Context: an optimization exercise on an open-source flow, tuned for small area, a short achievable clock period and few clock cycles per item. The choices shown serve that exercise and are no tape-out recipe.
The RTL was checked by simulation tests, not by an equivalence proof against the original design.

[run.sh]
#!/bin/bash
# synth_recipe.tcl (not shown) runs the flow's synth.tcl, then flattens the netlist and writes it again
# the make line also repeats each setting of config.mk as NAME=value (left out here)
make -C /OpenROAD-flow-scripts/flow DESIGN_CONFIG=/design/flow/config.mk WORK_HOME=/design/flow/orfs CLKGATE_MAP_FILE= SYNTH_SCRIPT=/design/flow/synth_recipe.tcl finish
[config.mk]
export PLATFORM = sky130hd
export DESIGN_NAME = cubic_spline_temporal_upsampler_core
export DESIGN_NICKNAME = cubic_spline_temporal_upsampler_core
export VERILOG_FILES = /design/flow/design.v
export SDC_FILE = /design/flow/constraint.sdc
export NUM_CORES = 4
export LEC_CHECK = 0
export ABC_CLOCK_PERIOD_IN_PS = 5000
export CAP_MARGIN = 20
export CORE_MARGIN = 2
export CORE_UTILIZATION = 30
export SLEW_MARGIN = 20
[constraint.sdc]
create_clock -name core_clock -period 12.0 [get_ports {clk_i}]
set_input_delay 2.4000 -clock core_clock [delete_from_list [all_inputs] [get_ports {clk_i}]]
set_output_delay 2.4000 -clock core_clock [all_outputs]
set_load 0.01 [all_outputs]
[design.v]
package csu_pkg;
  localparam int unsigned PIX_W = 8;
  localparam int unsigned Q_W   = 6;
  localparam int unsigned C_W   = 27;    
  localparam int unsigned E_W   = 46;    
  localparam int unsigned OQ_D  = 4;     
endpackage
module csu_divider #(
  parameter int HI = 8,
  parameter int LO = 6
) (
  input  logic [25:0]      rem_i,
  input  logic [16:0]      m_i,
  output logic [25:0]      rem_o,
  output logic [HI-LO:0]   q_o
);
  always_comb begin
    logic [25:0] r;
    logic [18:0] t;
    r = rem_i;
    for (int i = 0; i <= HI - LO; i++) begin
      t = {1'b0, r[(HI-i)+:18]} - {2'b0, m_i};
      q_o[HI-LO-i] = !t[18];
      if (!t[18]) r[(HI-i)+:18] = t[17:0];
    end
    rem_o = r;
  end
endmodule
module csu_csa #(
  parameter int N = 3,
  parameter int W = 8
) (
  input  logic [N*W-1:0] rows_i,
  output logic [W-1:0]   s_o,
  output logic [W-1:0]   c_o
);
  localparam int G  = N / 3;
  localparam int R  = N % 3;
  localparam int N2 = 2 * G + R;
  if (N == 1) begin : g_one
    assign s_o = rows_i[W-1:0];
    assign c_o = '0;
  end else if (N == 2) begin : g_two
    assign s_o = rows_i[W-1:0];
    assign c_o = rows_i[2*W-1:W];
  end else begin : g_lvl
    logic [N2*W-1:0] nx;
    for (genvar t = 0; t < G; t++) begin : g_fa
      logic [W-1:0] x, y, z, cy;
      assign x  = rows_i[(3*t)*W +: W];
      assign y  = rows_i[(3*t+1)*W +: W];
      assign z  = rows_i[(3*t+2)*W +: W];
      assign cy = (x & y) | (x & z) | (y & z);
      assign nx[(2*t)*W +: W]   = x ^ y ^ z;
      assign nx[(2*t+1)*W +: W] = {cy[W-2:0], 1'b0};
    end
    for (genvar t = 0; t < R; t++) begin : g_pass
      assign nx[(2*G+t)*W +: W] = rows_i[(3*G+t)*W +: W];
    end
    csu_csa #(.N(N2), .W(W)) u_next (.rows_i(nx), .s_o(s_o), .c_o(c_o));
  end
endmodule
module csu_mul #(
  parameter int AW = 29,
  parameter int BW = 30,
  parameter int PW = 60
) (
  input  logic signed [AW-1:0] a_i,
  input  logic [BW-1:0]        b_i,
  input  logic [PW-1:0]        add_i,
  output logic [PW-1:0]        p_o
);
  localparam int ND = (AW + 1) / 2;
  localparam int WB = BW + 1;           
  localparam int NR = ND + 3;
  function automatic logic [PW-1:0] sx_const();
    logic [PW-1:0] k;
    k = '0;
    for (int j = 0; j < ND; j++) begin
      if (2 * j + WB < PW) k = k - (PW'(1) << (2 * j + WB));
    end
    sx_const = k;
  endfunction
  logic [2*ND:0]    ax;
  logic [NR*PW-1:0] rows;
  logic [PW-1:0]    negrow;
  logic [PW-1:0]    s, c;
  assign ax = {{(2*ND+1-AW-1){a_i[AW-1]}}, a_i, 1'b0};
  for (genvar j = 0; j < ND; j++) begin : g_pp
    logic b2, b1, b0, one, two, neg;
    logic [WB-1:0] mag;
    logic [WB:0]   r;
    assign b0  = ax[2*j];
    assign b1  = ax[2*j+1];
    assign b2  = ax[2*j+2];
    assign one = b1 ^ b0;
    assign two = (b2 & !b1 & !b0) | (!b2 & b1 & b0);
    assign neg = b2;
    assign mag = one ? {1'b0, b_i} : two ? {b_i, 1'b0} : '0;
    assign r   = {!neg, neg ? ~mag : mag};
    assign rows[j*PW +: PW] = PW'({{PW{1'b0}}, r} << (2 * j));
    assign negrow[2*j] = neg;
    if (2 * j + 1 < PW) begin : g_gap
      assign negrow[2*j+1] = 1'b0;
    end
  end
  if (2 * ND < PW) begin : g_negtop
    assign negrow[PW-1:2*ND] = '0;
  end
  assign rows[ND*PW +: PW]     = negrow;
  assign rows[(ND+1)*PW +: PW] = sx_const();
  assign rows[(ND+2)*PW +: PW] = add_i;
  csu_csa #(.N(NR), .W(PW)) u_tree (.rows_i(rows), .s_o(s), .c_o(c));
  assign p_o = s + c;
endmodule
module csu_datapath (
  input  logic [5:0]         k_i,
  input  logic signed [26:0] cfwd_i,
  input  logic signed [26:0] cnext_i,
  output logic signed [26:0] c_o
);
  logic signed [42:0] c;
  logic [42:0] t1, t2, t3, t4, t5, s, cy, sum;
  logic [7*43-1:0] rows;
  logic k2, k3, kge2, kge3, kge4;
  assign c    = 43'(cnext_i);
  assign k2   = k_i == 6'd2;
  assign k3   = k_i == 6'd3;
  assign kge2 = k_i >= 6'd2;
  assign kge3 = k_i >= 6'd3;
  assign kge4 = k_i >= 6'd4;
  assign t1 = c <<< 14;
  assign t2 = kge2 ? (c <<< 10) : '0;
  assign t3 = k2 ? (c <<< 6) : kge3 ? (c <<< 7) : '0;
  assign t4 = k2 ? (c <<< 2) : kge3 ? (c <<< 4) : '0;
  assign t5 = k3 ? (c <<< 1) : kge4 ? (c <<< 3) : '0;
  assign rows = {43'(cfwd_i) <<< 16, ~t1, ~t2, ~t3, ~t4, ~t5,
                 43'd32772 | 43'(cnext_i[26])};
  csu_csa #(.N(7), .W(43)) u_tree (.rows_i(rows), .s_o(s), .c_o(cy));
  assign sum = s + cy;
  assign c_o = sum[42:16];
endmodule
module csu_ctrl (
  input  logic [5:0]  qreg_i,
  output logic [5:0]  q_o,
  output logic [10:0] q2_o,
  output logic [16:0] m_o
);
  logic [5:0]  q;
  logic [10:0] q2;
  logic [16:0] m;
  assign q    = (qreg_i == 6'd0) ? 6'd1 : (qreg_i > 6'd32) ? 6'd32 : qreg_i;
  assign q2   = 11'(q) * 11'(q);
  assign m    = 17'(q2) * 17'(q) * 17'd3;
  assign q_o  = q;
  assign q2_o = q2;
  assign m_o  = m;
endmodule
module cubic_spline_temporal_upsampler_core #(
  parameter int unsigned MAX_SAMPLES = 64,
  parameter int unsigned FRAC_BITS   = 16
) (
  input  logic                       clk_i,
  input  logic                       rst_ni,
  input  logic                       in_valid_i,
  output logic                       in_ready_o,
  input  logic                       in_cmd_i,
  input  logic [csu_pkg::PIX_W-1:0]  in_sample_i,
  input  logic                       in_last_i,
  output logic                       out_valid_o,
  input  logic                       out_ready_i,
  output logic [csu_pkg::PIX_W-1:0]  out_pixel_o,
  output logic                       out_seg_end_o,
  output logic                       out_seq_end_o,
  output logic                       out_error_o,
  input  logic                       cfg_valid_i,
  output logic                       cfg_ready_o,
  input  logic [csu_pkg::Q_W-1:0]    cfg_q_i
);
  localparam int unsigned CW = csu_pkg::C_W;
  localparam int unsigned EW = csu_pkg::E_W;
  localparam int unsigned OD = csu_pkg::OQ_D;
  logic [7:0]          y_mem [64];
  logic [CW-1:0]       c_mem [62];      
  logic [5:0]  qreg_q;
  logic        cfg_d1_q;
  logic [5:0]  pq_q;
  logic [10:0] pq_q2;
  logic [16:0] pq_m;
  logic [5:0]  qc;
  logic [10:0] qc2;
  logic [16:0] qm;
  csu_ctrl u_q (.qreg_i(qreg_q), .q_o(qc), .q2_o(qc2), .m_o(qm));
  always_ff @(posedge clk_i or negedge rst_ni) begin
    if (!rst_ni) begin
      qreg_q   <= 6'd2;
      cfg_d1_q <= 1'b0;
    end else begin
      if (cfg_valid_i) qreg_q <= cfg_q_i;
      cfg_d1_q <= cfg_valid_i;
    end
  end
  always_ff @(posedge clk_i) begin
    pq_q  <= qc;
    pq_q2 <= qc2;
    pq_m  <= qm;
  end
  logic        req_full_q, req_cmd_q, req_last_q;
  logic [7:0]  req_smp_q;
  logic [6:0]  n_q;
  logic        solved_q;
  logic [5:0]  seg_q;
  logic [1:0]  fst_q;                  
  logic signed [11:0] fx_q;            
  logic [5:0]  fk_q;                   
  logic [7:0]  ya_q, yb_q;             
  logic signed [CW-1:0] negc_q, cprev_q;
  logic signed [26:0] fqe_q;          
  logic        fs_q;
  logic [2:0]  falo_q;
  logic        pend_q, bp_q;
  logic [5:0]  bk_q;
  logic signed [CW-1:0] cnext_q;
  logic [7:0]          rd_y_q;
  logic signed [CW-1:0] rd_c_q;
  logic        rd_v_q, pv_v_q, b_v_q;
  logic [6:0]  sp_ptr_q;
  logic        rd_last_q;
  logic [7:0]  pv_y_q;
  logic signed [CW-1:0] pv_c_q;
  logic signed [39:0] b_p2_q;
  logic signed [32:0] b_p1_q;
  logic signed [27:0] b_c_q;
  logic [7:0]  b_y0_q, b_y1_q;
  logic        b_fin_q;
  logic        e_run_q, e_byp_q, e_fin_q;
  logic [5:0]  e_cnt_q;
  logic signed [EW-1:0] e_num_q, e_d1_q, e_d2_q, e_d3_q;
  logic [7:0]  e_y0_q, e_ylast_q, e_bpix_q;
  logic [2:0]  e_bfl_q;                
  logic        s1_v_q, s2_v_q;
  logic        s1_byp_q, s2_byp_q, s1_neg_q, s2_neg_q, s1_ovf_q, s2_ovf_q;
  logic [25:0] s1_r_q, s2_r_q;
  logic [2:0]  s1_qb_q;
  logic [5:0]  s2_qb_q;
  logic [7:0]  s1_y_q, s2_y_q;         
  logic [2:0]  s1_fl_q, s2_fl_q;
  logic [10:0] oq_q [OD];
  logic [2:0]  oq_cnt_q;
  logic [2:0]  occ_q;
  logic credit, issue, xfer;
  logic eng_free, is_err, emit_ok, load_ok, consume, rdy, acc;
  logic c_load, c_emit, c_emit_ok_seg;
  logic [6:0] l_idx;
  logic       l_store, l_fwd;
  logic       flush, sp_act;
  logic       b_take, b_free, r_to_b, r_to_pv, r_free, rd_issue;
  logic       bp_start;
  assign credit = occ_q < 3'(OD);
  assign xfer   = (oq_cnt_q != 3'd0) && out_ready_i;
  assign issue  = credit && (e_run_q || e_byp_q);
  assign eng_free = (!e_run_q && !e_byp_q) ||
                    (credit && ((e_run_q && e_cnt_q == 6'd1 && !e_fin_q) || (!e_run_q && e_byp_q)));
  assign is_err   = !solved_q || n_q < 7'd2;
  assign emit_ok  = !pend_q && !bp_q && fst_q == 2'd0 && eng_free && (is_err || b_v_q);
  assign load_ok  = !pend_q && !bp_q && fst_q != 2'd1;
  assign consume  = req_full_q && (req_cmd_q ? emit_ok : load_ok);
  assign rdy      = !req_full_q || consume;
  assign acc      = in_valid_i && rdy;
  assign c_load   = consume && !req_cmd_q;
  assign c_emit   = consume && req_cmd_q;
  assign c_emit_ok_seg = c_emit && !is_err;
  assign l_idx    = solved_q ? 7'd0 : n_q;
  assign l_store  = l_idx < 7'd64;
  assign l_fwd    = l_store && l_idx >= 7'd2;
  assign bp_start = pend_q && !bp_q && fst_q == 2'd0;
  always_ff @(posedge clk_i or negedge rst_ni) begin
    if (!rst_ni) begin
      req_full_q <= 1'b0;
    end else begin
      if (acc) req_full_q <= 1'b1;
      else if (consume) req_full_q <= 1'b0;
    end
  end
  always_ff @(posedge clk_i) begin
    if (acc) begin
      req_cmd_q  <= in_cmd_i;
      req_smp_q  <= in_sample_i;
      req_last_q <= in_last_i;
    end
  end
  always_ff @(posedge clk_i) begin
    if (c_load && l_store) y_mem[l_idx[5:0]] <= req_smp_q;
  end
  logic signed [28:0] f_m;
  logic [29:0]        f_a;
  logic [17:0]        f_d;
  logic [18:0]        f_rb, f_radd, f_rem;
  logic               f_neg;
  logic signed [CW-1:0] f_cpos, f_cneg, f_c, f_nc;
  logic signed [11:0] f_df;
  logic signed [28:0] mul_a;
  logic [29:0]        mul_b;
  logic [59:0]        mul_add, mul_p;
  logic signed [28:0] a_a2_q;           
  assign f_df = $signed({4'd0, ya_q}) - $signed({3'd0, yb_q, 1'b0}) + $signed({4'd0, req_smp_q});
  always_comb begin
    case (fk_q)
      6'd1:    begin f_a = 30'd536870912; f_d = 18'd0;      end
      6'd2:    begin f_a = 30'd572662307; f_d = 18'd245760; end
      6'd3:    begin f_a = 30'd575218208; f_d = 18'd244668; end
      6'd4:    begin f_a = 30'd575401646; f_d = 18'd244590; end
      default: begin f_a = 30'd575415761; f_d = 18'd244584; end
    endcase
  end
  assign f_m = {fx_q[11], fx_q, 16'd0} + 29'(negc_q);
  assign mul_a   = solved_q ? a_a2_q : f_m;
  assign mul_b   = solved_q ? 30'(pq_q2) : f_a;
  assign mul_add = solved_q ? 60'd0 : (f_m[28] ? 60'h3fffffff : 60'h40000000);
  csu_mul #(.AW(29), .BW(30), .PW(60)) u_mul (
    .a_i(mul_a), .b_i(mul_b), .add_i(mul_add), .p_o(mul_p));
  assign f_rb   = fs_q ? 19'(f_d) : 19'(19'd0 - 19'(f_d));
  assign f_radd = fs_q ? 19'(f_d >> 1) - {falo_q, 16'd0} : 19'(f_d >> 1) + {falo_q, 16'd0};
  csu_mul #(.AW(20), .BW(19), .PW(19)) u_rem (
    .a_i({1'b0, fqe_q[18:0]}), .b_i(f_rb), .add_i(f_radd), .p_o(f_rem));
  assign f_neg  = (fk_q != 6'd1) && f_rem[18];
  assign f_cpos = fs_q ? CW'(fqe_q + 27'sd1) : CW'(fqe_q - 27'sd1);
  assign f_cneg = fs_q ? CW'(-fqe_q - 27'sd1) : CW'(27'sd1 - fqe_q);
  assign f_c    = f_neg ? f_cpos : CW'(fqe_q);
  assign f_nc   = f_neg ? f_cneg : CW'(-fqe_q);
  always_ff @(posedge clk_i or negedge rst_ni) begin
    if (!rst_ni) begin
      fst_q <= 2'd0;
    end else begin
      case (fst_q)
        2'd1:    fst_q <= 2'd2;
        2'd2:    fst_q <= (c_load && l_fwd) ? 2'd1 : 2'd0;
        default: fst_q <= (c_load && l_fwd) ? 2'd1 : 2'd0;
      endcase
    end
  end
  always_ff @(posedge clk_i) begin
    if (c_load && l_store) begin
      yb_q <= req_smp_q;
      ya_q <= yb_q;
      if (l_idx < 7'd2) begin
        negc_q  <= '0;
        cprev_q <= '0;
      end
      if (l_fwd) begin
        fx_q <= (f_df <<< 1) + f_df;
        fk_q <= l_idx[5:0] - 6'd1;
      end
    end
    if (fst_q == 2'd1) begin
      fqe_q  <= mul_p[57:31];
      fs_q   <= f_m[28];
      falo_q <= f_m[2:0];
    end
    if (fst_q == 2'd2) begin
      negc_q  <= f_nc;
      cprev_q <= f_c;
    end
  end
  logic signed [CW-1:0] b_cf;
  csu_datapath u_bs (.k_i(bk_q), .cfwd_i(rd_c_q), .cnext_i(cnext_q), .c_o(b_cf));
  always_ff @(posedge clk_i) begin
    if (fst_q == 2'd2) c_mem[fk_q - 6'd1] <= f_c;
    else if (bp_q) c_mem[bk_q - 6'd1] <= b_cf;
  end
  logic [5:0] c_ra;
  logic       c_rz;
  always_comb begin
    if (bp_start) begin
      c_ra = 6'(n_q - 7'd3);
      c_rz = 1'b0;
    end else if (bp_q) begin
      c_ra = bk_q - 6'd1;
      c_rz = 1'b0;
    end else begin
      c_ra = sp_ptr_q[5:0];
      c_rz = (sp_ptr_q == 7'd0) || (sp_ptr_q == n_q - 7'd1);
    end
  end
  always_ff @(posedge clk_i) begin
    if (rd_issue) rd_y_q <= y_mem[sp_ptr_q[5:0]];
    if (rd_issue || bp_start || bp_q) rd_c_q <= c_rz ? '0 : c_mem[c_ra - 6'd1];
  end
  logic       a_v_q, a_fin_q;
  logic [7:0] a_y0_q, a_y1_q;
  logic signed [CW-1:0] a_c0_q;
  logic signed [27:0]   a_c_q;
  logic       r_to_a, a_to_b, a_free;
  assign flush    = cfg_valid_i || cfg_d1_q;
  assign sp_act   = solved_q && !flush;
  assign b_take   = c_emit_ok_seg;
  assign b_free   = !b_v_q || b_take;
  assign a_to_b   = a_v_q && b_free;
  assign a_free   = !a_v_q || a_to_b;
  assign r_to_a   = rd_v_q && pv_v_q && a_free;
  assign r_to_pv  = rd_v_q && !pv_v_q;
  assign r_free   = !rd_v_q || r_to_a || r_to_pv;
  assign rd_issue = sp_act && !bp_q && r_free && (sp_ptr_q < n_q);
  logic signed [28:0] s_a2;
  logic signed [8:0]  s_dy;
  logic signed [32:0] s_p1;
  logic [33*6-1:0]    s_p1_rows;
  logic [32:0]        s_p1_s, s_p1_c;
  logic [29*4-1:0]    s_a2_rows;
  logic [28:0]        s_a2_s, s_a2_c;
  assign s_dy = $signed({1'b0, rd_y_q}) - $signed({1'b0, pv_y_q});
  assign s_a2_rows = {29'(s_dy) <<< 17, 29'(s_dy) <<< 16,
                      ~(29'(pv_c_q) <<< 1), ~(29'(rd_c_q))};
  csu_csa #(.N(4), .W(29)) u_a2 (.rows_i(s_a2_rows), .s_o(s_a2_s), .c_o(s_a2_c));
  assign s_a2 = s_a2_s + s_a2_c + 29'd2;
  for (genvar j = 0; j < 6; j++) begin : g_p1
    assign s_p1_rows[j*33 +: 33] = pq_q[j] ? (33'(a_c0_q) <<< j) : 33'd0;
  end
  csu_csa #(.N(6), .W(33)) u_p1 (.rows_i(s_p1_rows), .s_o(s_p1_s), .c_o(s_p1_c));
  assign s_p1 = s_p1_s + s_p1_c;
  always_ff @(posedge clk_i or negedge rst_ni) begin
    if (!rst_ni) begin
      rd_v_q   <= 1'b0;
      pv_v_q   <= 1'b0;
      a_v_q    <= 1'b0;
      b_v_q    <= 1'b0;
      sp_ptr_q <= '0;
    end else if (!sp_act) begin
      rd_v_q   <= 1'b0;
      pv_v_q   <= 1'b0;
      a_v_q    <= 1'b0;
      b_v_q    <= 1'b0;
      sp_ptr_q <= 7'(seg_q);
    end else begin
      if (rd_issue) begin
        rd_v_q   <= 1'b1;
        sp_ptr_q <= sp_ptr_q + 7'd1;
      end else if (r_to_a || r_to_pv) begin
        rd_v_q <= 1'b0;
      end
      if (r_to_pv) pv_v_q <= 1'b1;
      if (r_to_a) a_v_q <= 1'b1;
      else if (a_to_b) a_v_q <= 1'b0;
      if (a_to_b) b_v_q <= 1'b1;
      else if (b_take) b_v_q <= 1'b0;
    end
  end
  always_ff @(posedge clk_i) begin
    if (rd_issue) rd_last_q <= sp_ptr_q == n_q - 7'd1;
    if (r_to_pv || r_to_a) begin
      pv_y_q <= rd_y_q;
      pv_c_q <= rd_c_q;
    end
    if (r_to_a) begin
      a_a2_q  <= s_a2;
      a_c0_q  <= pv_c_q;
      a_c_q   <= 28'(rd_c_q) - 28'(pv_c_q);
      a_y0_q  <= pv_y_q;
      a_y1_q  <= rd_y_q;
      a_fin_q <= rd_last_q;
    end
    if (a_to_b) begin
      b_p2_q  <= 40'(mul_p);
      b_p1_q  <= s_p1;
      b_c_q   <= a_c_q;
      b_y0_q  <= a_y0_q;
      b_y1_q  <= a_y1_q;
      b_fin_q <= a_fin_q;
    end
  end
  always_ff @(posedge clk_i or negedge rst_ni) begin
    if (!rst_ni) begin
      n_q      <= '0;
      solved_q <= 1'b0;
      seg_q    <= '0;
      pend_q   <= 1'b0;
      bp_q     <= 1'b0;
      bk_q     <= '0;
    end else begin
      if (c_load) begin
        if (solved_q) begin
          solved_q <= 1'b0;
          seg_q    <= '0;
        end
        n_q <= l_store ? l_idx + 7'd1 : l_idx;
        if (req_last_q) pend_q <= 1'b1;
      end
      if (c_emit) begin
        if (is_err) begin
          if (solved_q) begin
            solved_q <= 1'b0;
            n_q      <= '0;
            seg_q    <= '0;
          end
        end else if (b_fin_q) begin
          solved_q <= 1'b0;
          n_q      <= '0;
          seg_q    <= '0;
        end else begin
          seg_q <= seg_q + 6'd1;
        end
      end
      if (bp_start) begin
        if (n_q >= 7'd4) begin
          bp_q <= 1'b1;
          bk_q <= 6'(n_q - 7'd3);
        end else begin
          pend_q   <= 1'b0;
          solved_q <= 1'b1;
          seg_q    <= '0;
        end
      end
      if (bp_q) begin
        if (bk_q == 6'd1) begin
          bp_q     <= 1'b0;
          pend_q   <= 1'b0;
          solved_q <= 1'b1;
          seg_q    <= '0;
        end else begin
          bk_q <= bk_q - 6'd1;
        end
      end
    end
  end
  always_ff @(posedge clk_i) begin
    if (bp_start) cnext_q <= cprev_q;
    else if (bp_q) cnext_q <= b_cf;
  end
  logic [EW*4-1:0] e_l1_rows, e_l2_rows;
  logic [EW-1:0]   e_l1_s, e_l1_c, e_l2_s, e_l2_c;
  assign e_l1_rows = {EW'(b_p2_q), EW'(b_p1_q) <<< 1, EW'(b_p1_q), EW'(b_c_q)};
  assign e_l2_rows = {EW'(b_p1_q) <<< 2, EW'(b_p1_q) <<< 1, EW'(b_c_q) <<< 2, EW'(b_c_q) <<< 1};
  csu_csa #(.N(4), .W(EW)) u_l1 (.rows_i(e_l1_rows), .s_o(e_l1_s), .c_o(e_l1_c));
  csu_csa #(.N(4), .W(EW)) u_l2 (.rows_i(e_l2_rows), .s_o(e_l2_s), .c_o(e_l2_c));
  always_ff @(posedge clk_i or negedge rst_ni) begin
    if (!rst_ni) begin
      e_run_q <= 1'b0;
      e_byp_q <= 1'b0;
      e_cnt_q <= '0;
      e_fin_q <= 1'b0;
    end else begin
      if (issue) begin
        if (e_run_q) begin
          e_cnt_q <= e_cnt_q - 6'd1;
          if (e_cnt_q == 6'd1) begin
            e_run_q <= 1'b0;
            if (e_fin_q) e_byp_q <= 1'b1;
          end
        end else begin
          e_byp_q <= 1'b0;
        end
      end
      if (c_emit) begin
        if (is_err) begin
          e_byp_q <= 1'b1;
        end else begin
          e_run_q <= 1'b1;
          e_cnt_q <= pq_q;
          e_fin_q <= b_fin_q;
        end
      end
    end
  end
  always_ff @(posedge clk_i) begin
    if (issue && e_run_q) begin
      e_num_q <= e_num_q + e_d1_q;
      e_d1_q  <= e_d1_q + e_d2_q;
      e_d2_q  <= e_d2_q + e_d3_q;
      if (e_cnt_q == 6'd1 && e_fin_q) begin
        e_bpix_q <= e_ylast_q;
        e_bfl_q  <= 3'b110;
      end
    end
    if (c_emit) begin
      if (is_err) begin
        e_bpix_q <= 8'd0;
        e_bfl_q  <= 3'b101;
      end else begin
        e_num_q   <= (EW'(pq_m) << 24) + (EW'(pq_m) << 15);
        e_d1_q    <= e_l1_s + e_l1_c;
        e_d2_q    <= e_l2_s + e_l2_c;
        e_d3_q    <= (EW'(b_c_q) <<< 2) + (EW'(b_c_q) <<< 1);
        e_y0_q    <= b_y0_q;
        e_ylast_q <= b_y1_q;
      end
    end
  end
  logic signed [29:0] i_n;
  logic        i_neg, i_big;
  logic [18:0] i_ov;
  logic [25:0] d1_r, d2_r, d3_r;
  logic [2:0]  d1_q, d2_q, d3_q;
  logic [9:0]  fin_qq;
  logic signed [10:0] fin_v;
  logic [7:0]  fin_pix;
  logic [10:0] fin_item;
  assign i_n   = e_num_q[EW-1:16];
  assign i_neg = i_n[29];
  assign i_ov  = {1'b0, i_n[26:9]} - {2'b0, pq_m};
  assign i_big = !i_n[29] && ((i_n[28:27] != 2'b00) || !i_ov[18]);
  csu_divider #(.HI(8), .LO(6)) u_d1 (.rem_i(i_n[25:0]), .m_i(pq_m), .rem_o(d1_r), .q_o(d1_q));
  csu_divider #(.HI(5), .LO(3)) u_d2 (.rem_i(s1_r_q),    .m_i(pq_m), .rem_o(d2_r), .q_o(d2_q));
  csu_divider #(.HI(2), .LO(0)) u_d3 (.rem_i(s2_r_q),    .m_i(pq_m), .rem_o(d3_r), .q_o(d3_q));
  assign fin_qq  = {1'b0, s2_qb_q, d3_q};
  assign fin_v   = $signed({3'd0, s2_y_q}) + $signed({1'b0, fin_qq[8:0]}) - 11'sd256;
  assign fin_pix = s2_byp_q ? s2_y_q :
                   (s2_neg_q || (!s2_ovf_q && fin_v < 0)) ? 8'd0 :
                   (s2_ovf_q || fin_v > 11'sd255) ? 8'd255 : fin_v[7:0];
  assign fin_item = {fin_pix, s2_fl_q};
  always_ff @(posedge clk_i or negedge rst_ni) begin
    if (!rst_ni) begin
      s1_v_q <= 1'b0;
      s2_v_q <= 1'b0;
    end else begin
      s1_v_q <= issue;
      s2_v_q <= s1_v_q;
    end
  end
  always_ff @(posedge clk_i) begin
    if (issue) begin
      s1_byp_q <= !e_run_q;
      s1_neg_q <= i_neg;
      s1_ovf_q <= i_big;
      s1_r_q   <= d1_r;
      s1_qb_q  <= d1_q;
      s1_y_q   <= e_run_q ? e_y0_q : e_bpix_q;
      s1_fl_q  <= e_run_q ? {(e_cnt_q == 6'd1) && !e_fin_q, 2'b00} : e_bfl_q;
    end
    s2_byp_q <= s1_byp_q;
    s2_neg_q <= s1_neg_q;
    s2_ovf_q <= s1_ovf_q;
    s2_r_q   <= d2_r;
    s2_qb_q  <= {s1_qb_q, d2_q};
    s2_y_q   <= s1_y_q;
    s2_fl_q  <= s1_fl_q;
  end
  always_ff @(posedge clk_i or negedge rst_ni) begin
    if (!rst_ni) begin
      oq_cnt_q <= '0;
      occ_q    <= '0;
    end else begin
      oq_cnt_q <= oq_cnt_q + 3'(s2_v_q) - 3'(xfer);
      occ_q    <= occ_q + 3'(issue) - 3'(xfer);
    end
  end
  always_ff @(posedge clk_i) begin
    for (int e = 0; e < int'(OD); e++) begin
      if (s2_v_q && (3'(e) == oq_cnt_q - 3'(xfer))) oq_q[e] <= fin_item;
      else if (xfer && e < int'(OD) - 1) oq_q[e] <= oq_q[e+1];
    end
  end
  assign in_ready_o    = rdy;
  assign cfg_ready_o   = 1'b1;
  assign out_valid_o   = oq_cnt_q != 3'd0;
  assign out_pixel_o   = oq_q[0][10:3];
  assign out_seg_end_o = oq_q[0][2];
  assign out_seq_end_o = oq_q[0][1];
  assign out_error_o   = oq_q[0][0];
endmodule
==> impl_metrics.tcl, run 1 <==
set metrics [dict create \
    syn_avg_cell_area_um2 12.0 \
    start_util_pct 30.1 \
    reg2reg_to "oq_q[2][3]" \
    core_region_area_um2 632000 \
    rsz0062_at_grt "no" \
    grt_pass1_wl_um 817000 \
    place.gp.congestion 0.934 \
    drt_iter0_markers 12300 \
    period_share_pct 92.1 \
    layout-drive-gt1-share_pct 10.9 \
    num_vias 128000 \
    reg2reg_from "s2_r_q[2]" \
    synthesis.area_um2 190000 \
    drv_slew 0 \
    clkSinkCount 3041 \
    die-width_um 800 \
    ys_ff_latch 3041 \
    synth_top_area_share_pct 43.7 \
    pre_cts_ws_ns 0.635 \
    setup_viol 0 \
    globalRouteTotalUtil_pct 16.7 \
    max_cap_violations 0 \
    outcome "timing/DRC/antenna clean" \
    hp-start "s1_y_q[5]" \
    reg2regPathDepth 51 \
    relSlewSlack_pct 19.1 \
    cts.path.max_buffers 4 \
    fp-row-count 292 \
    cts_tree "done" \
    drc_errors 0 \
    finalSetupTns_ns 0 \
    cts_root_buf "clkbuf_16" \
    synth_cell_types 105 \
    crit_cells 51 \
    yosysSeqAreaShare_pct 46.7 \
    skew_ns 0.0808 \
    setup_ws_ns 0.946 \
    tightest_slew_ns 1.21 \
    fillCellCount 61900 \
    cts_htree_levels 5 \
    wl_per_cell_um 22.5 \
    syn2layout_area_growth_pct 11.4 \
    crit_fanout 15 \
    io_pins 35 \
    ant_nets 0 \
    synth_edf_count 2763 \
    antenna_found_initial 18 \
    nNetsFinal 17700 \
    path_class "flip-flop to flip-flop" \
    crit_slowest_cell "fa_1" \
    ys_top_cells_by_area "edfxtp_1, fa_1, ha_1" \
    post-synth-top-count-cell "edfxtp_1" \
    port_buffers 33 \
    multi_input_area_um2 93700 \
    synth_ff_type "edfxtp_1" \
    grt_max_degree 128 \
    min_period_ns 11.05 \
    grt_pass1_vias 126000 \
    hp-class "flip-flop to flip-flop" \
    first_pass_iters 10 \
    final_core_util_pct 33.5 \
    slowest_delay_ns 0.43 \
    vias_per_cell 5.26 \
    gr-total-overflow 0 \
    dp_hpwl_um 383000 \
    whs_ns 0.340 \
    critical_path_required_ns 12.66 \
    crit_family "compound AO/OA/AOI/OAI gates" \
    r2r_setup_slack_ns 0.95 \
    dieArea_um2 640000 \
    synthArstFlopShare_pct 1.97 \
    cp-start-kind "flip-flop" \
    routed_wl_um 548000 \
    synth_area_leader_cell "edfxtp_1" \
    cpMostUsedCell "a21oi_1" \
    path_clk_slew_ns 0.06 \
    cts_buffers 325 \
    min_path_cells 0 \
    die_y_um 800 \
    yosys_warnings 6 \
    max_freq_mhz 90.5 \
    cp_num_buf_inv 4 \
    worstPathArrival_ns 11.72 \
    synthTopCellsByCount "edfxtp_1, inv_1, a21oi_1, ha_1, nand2_1" \
    end_kind "flip-flop" \
    finalHoldViolations 0 \
    clk-insertion-delay-late_ns 0.98 \
    hold-path-endpoint "s2_y_q[5]" \
    syn_inst 15800 \
    regArea_um2 88900 \
]
==> worst reg2reg max path, delay by kind of cell (launching register included) <==
| kind | cells | cell delay (ns) |
|---|---|---|
| AOI/OAI and AO/OA | 33 | 6.52 |
| muxes | 3 | 0.85 |
| DFF | 1 | 0.29 |
| adders and majority gates | 6 | 1.90 |
| and+or+nand+nor | 5 | 0.73 |
| buffers and inverters | 4 | 0.50 |
==> state kept, by name, indices dropped and copies added (netlist names), 27 cells and up <==
register and cells:
b_p2_q 40, cnext_q 27, e_d1_q 46, pv_c_q 27, b_c_q 28, fqe_q 27, a_c_q 28, a_a2_q 29
b_p1_q 33, e_num_q 46, a_c0_q 27, negc_q 27, rd_c_q 27, c_mem 1674, cprev_q 27, e_d2_q 45
oq_q 44, y_mem 512, e_d3_q 30
==> cell type report <==
type	instances	area share (%)
antenna	10	0.0118
clock buffer	409	4.09
clock inverter	185	0.714
inverter	1396	2.48
multi-input combinational	10600	44.3
sequential	3041	42.0
tap	8379	4.95
timing repair buffer	382	1.47
==> routing by layer <==
layer / share of wire, % / routed length [µm] / track usage (%)
met2: 46 / 253000 / 27.0
met5: 0.0053 / 29 / 0
met1: 41 / 227000 / 22.2
met4: 5.2 / 28400 / 7.23
met3: 7.2 / 39200 / 2.48
==> worst max-delay path by stage <==
stage	startpoint	to
CTS	s2_r_q[2]	oq_q[2][4]
floorplan	e_cnt_q[2]	b_c_q[0]
detailed placement	s2_r_q[2]	oq_q[2][4]
global route	s2_r_q[2]	oq_q[2][3]
finish	s2_r_q[2]	oq_q[2][3]
global placement	s2_r_q[2]	oq_q[2][10]
==> layout by cell type (no fill, tap or decap), drive strengths merged, types with 309 or more instances in the layout <==
| master | n |
|---|---|
| edfxtp | 2763 |
| inv | 1403 |
| a21oi | 1161 |
| ha | 1066 |
| nand2 | 1058 |
| fa | 920 |
| nor2 | 890 |
| o21ai | 854 |
| xnor2 | 597 |
| mux4 | 573 |
| clkbuf | 409 |
| buf | 350 |
| a21o | 309 |
==> what timing repair did <==
item,in CTS,in global routing
hold endpoints to repair,0,0
buffers inserted,0,1
resized for setup,0,5
endpoints found under the setup margin,0,29
hold buffers,0,0
==> logic make-up (layout without fill, tap and decap cells) <==
kind of cell | Yosys count | after routing | share of synthesized area (%)
xor+xnor | 782 | 782 | 3.63
simple gates | 3113 | 3113 | 7.58
compound gates | 3865 | 3865 | 12.8
other cells | 2 | 19 | 0.00395
mux | 795 | 795 | 8.05
flops | 3041 | 3041 | 46.7
buf+inv | 2216 | 2372 | 4.43
fa+ha+maj | 1991 | 1991 | 16.7
==> stage by stage <==
step,cells,cell area (µm²)
after floorplan,15800,190000
after global placement,23800,201000
after detailed placement,23800,201000
after CTS,24300,212000
after global routing,24300,212000
final,24400,212000
Testbench counts, summed over its fixed seeds: cycles 9,179, items 5,529.
==> inputs of run 2 (changes only) <==
--- a/config.mk
+++ b/config.mk
@@ -5,8 +5,8 @@
 export SDC_FILE = /design/flow/constraint.sdc
 export NUM_CORES = 4
 export LEC_CHECK = 0
-export ABC_CLOCK_PERIOD_IN_PS = 5000
 export CAP_MARGIN = 20
 export CORE_MARGIN = 2
 export CORE_UTILIZATION = 30
+export SETUP_SLACK_MARGIN = 5
 export SLEW_MARGIN = 20
==> impl_metrics.tcl, run 2 <==
set metrics [dict create \
    outcome "timing/DRC/antenna clean" \
    synth_edf_count 2763 \
    yosys_warnings 6 \
    syn_inst 15800 \
    cts_htree_levels 5 \
    place.gp.congestion 0.944 \
    wl_per_cell_um 24.9 \
    instances_no_fill 25300 \
    finalHoldViolations 0 \
    max_freq_mhz 107 \
    antenna_found_initial 47 \
    final_core_util_pct 36.9 \
    finalSetupTns_ns 0 \
    start_util_pct 30.1 \
    path_clk_slew_ns 0.06 \
    drc_errors 0 \
    cpMostUsedCell "a21oi_2" \
    vias_per_cell 5.42 \
    routed_wl_um 630000 \
    hold_buffers 0 \
    grt_pass1_vias 133000 \
    post-synth-top-count-cell "edfxtp_1" \
    port_buffers 33 \
    first_pass_iters 30 \
    ys_ff_latch 3041 \
    tightest_slew_ns 1.17 \
    max_cap_violations 0 \
    nNetsFinal 18600 \
    min_period_ns 9.37 \
    rsz0062_at_grt "yes" \
    num_vias 137000 \
    syn2layout_area_growth_pct 22.5 \
    worstPathArrival_ns 10.01 \
    layout_commonest_cell "edfxtp_1" \
    clk-insertion-delay-late_ns 1.01 \
    layout-drive-gt1-share_pct 20.5 \
    layout_common_cells "edfxtp_1, inv_1, a21oi_1" \
    die-width_um 800 \
    cts_root_buf "clkbuf_16" \
    end_kind "flip-flop" \
    synthesis.area_um2 190000 \
    cts_tree "done" \
    ant_nets 0 \
    synth_ff_type "edfxtp_1" \
    slowest_delay_ns 0.38 \
    core_region_area_um2 632000 \
    cts_buffers 326 \
    crit_fanout 8 \
    ys_top_cells_by_area "edfxtp_1, fa_1, ha_1" \
    gr-total-overflow 0 \
    crit_slowest_cell "dfxtp_4" \
    fp-row-count 292 \
    drt_iter0_markers 16700 \
    globalRouteTotalUtil_pct 18.6 \
    synth_cell_types 105 \
    dieArea_um2 640000 \
    dp_cells 23700 \
    synthTopCellsByCount "edfxtp_1, inv_1, a21oi_1, ha_1, nand2_1" \
    yosysSeqAreaShare_pct 46.7 \
    synthArstFlopShare_pct 1.97 \
    relSlewSlack_pct 21.2 \
    drv_slew 0 \
    synth_top_area_share_pct 43.7 \
    skew_ns 0.131 \
    die_y_um 800 \
    grt_max_degree 119 \
    grt_pass1_wl_um 897000 \
    cp-start-kind "flip-flop" \
    synth_area_leader_cell "edfxtp_1" \
    critical_path_required_ns 12.65 \
    largest_reg_flops 1674 \
    io_pins 35 \
    hp-class "flip-flop to flip-flop" \
    path_class "flip-flop to flip-flop" \
    cts.path.max_buffers 4 \
    syn_avg_cell_area_um2 12.0 \
    clkSinkCount 3041 \
    period_share_pct 78.1 \
    top_register "c_mem" \
    dp_hpwl_um 385000 \
    setup_viol 0 \
]
run 2: cell counts after synthesis:
Identical to the previous run, type by type.
run 2: layout make-up:
cell class,instances,area [µm²]
Inverter,1396,5410
Multi-Input combinational cell,10600,99700
Timing Repair inverter,1,8.76
Clock inverter,192,2180
Clock buffer,404,8590
Timing Repair Buffer,1279,17500
Fill cell,59700,399000
Antenna cell,15,37.5
Tap cell,8379,10500
Sequential cell,3041,88900
run 2: final timing paths:
path                           start          end  slack [ns]  cells after the start
hold reg to reg            s1_y_q[1]    s2_y_q[1]        0.33                      0
min in group asynchronous     rst_ni    qreg_q[5]        1.42                      1
max in group asynchronous     rst_ni  sp_ptr_q[1]        9.31                      2
setup / recovery             pq_m[0]   oq_q[2][3]        2.63                     49
hold / removal             s1_y_q[1]    s2_y_q[1]        0.33                      0
setup reg to reg             pq_m[0]   oq_q[2][3]        2.63                     49
run 2: critical path: cells and delay by family, from the launching register on:
kind | cells | cell delay [ns]
AO/OA/AOI/OAI | 33 | 5.35
adder cells (fa/ha/maj) | 6 | 1.65
multiplexers | 3 | 0.80
AND/OR/NAND/NOR | 5 | 0.73
flip-flops | 1 | 0.38
buffers and inverters | 2 | 0.18
run 2: metal layers:
layer / global-route usage, % / vias up / part of all wire, %
met3: 3.46 / 1670 / 9.7
met1: 24.7 / 68500 / 39
met5: 0 / - / 0.012
li1: - / 59900 / -
met4: 8.92 / 12 / 6.4
met2: 29.3 / 7017 / 45
run 2: kinds of logic (layout without fill, tap and decap cells):
| kind of cell | Yosys count | count (layout) | share of synthesized area, % |
|---|---|---|---|
| simple gates | 3113 | 3119 | 7.58 |
| buf+inv | 2216 | 3272 | 4.43 |
| fa+ha+maj | 1991 | 1991 | 16.7 |
| compound gates | 3865 | 3873 | 12.8 |
| flops | 3041 | 3041 | 46.7 |
| mux | 795 | 807 | 8.05 |
| other cells | 2 | 24 | 0.00395 |
| xor+xnor | 782 | 782 | 3.63 |
run 2: per-stage QoR:
| stage | setup WS [ns] | hold WS [ns] | instance area, µm² |
|---|---|---|---|
| 6_report | 2.63 | 0.334 | 233000 |
| 3_3_place_gp | 1.27 | 0.328 | 203000 |
| 4_1_cts | 2.53 | 0.340 | 227000 |
| 5_1_grt | 2.12 | 0.350 | 233000 |
| 2_1_floorplan | 2.77 | 0.323 | 193000 |
| 3_5_place_dp | 1.51 | 0.327 | 203000 |
run 2: what timing repair did:
action / CTS / global route
gates cloned: 168 / 60
hold endpoints to repair: 0 / 0
pin swaps: 263 / 342
buffers inserted: 498 / 214
resized for setup: 1052 / 532
endpoints found under the setup margin: 1894 / 1889

-- separate check: timing with driven ports --
Ports are ideal in the flow. The routed layouts listed here were re-timed in OpenROAD. Step 1 assumes that a clkbuf_16 drives the clock port and a buf_2 every other input. Step 2 adds t to the input delays and takes it off the output delays; t is the mean of the earliest and latest rising clock arrival at the registers after step 1. Input paths then give back, and output paths get back, about the clock's delay inside the block. Slacks: ideal ports / drivers / drivers and shift; pairs: ideal ports / drivers.
run | shift t [ns] | slack for setup (ns) | worst hold slack (ns) | worst slew at a driven data input, ns
run 1 | 1.063 | 0.946 / 0.946 / 0.946 | 0.340 / 0.340 / 0.340 | 0.19
run 2 | 1.078 | 2.634 / 2.634 / 2.634 | 0.334 / 0.334 / 0.334 | 0.21
After both steps every run listed still meets setup and hold.
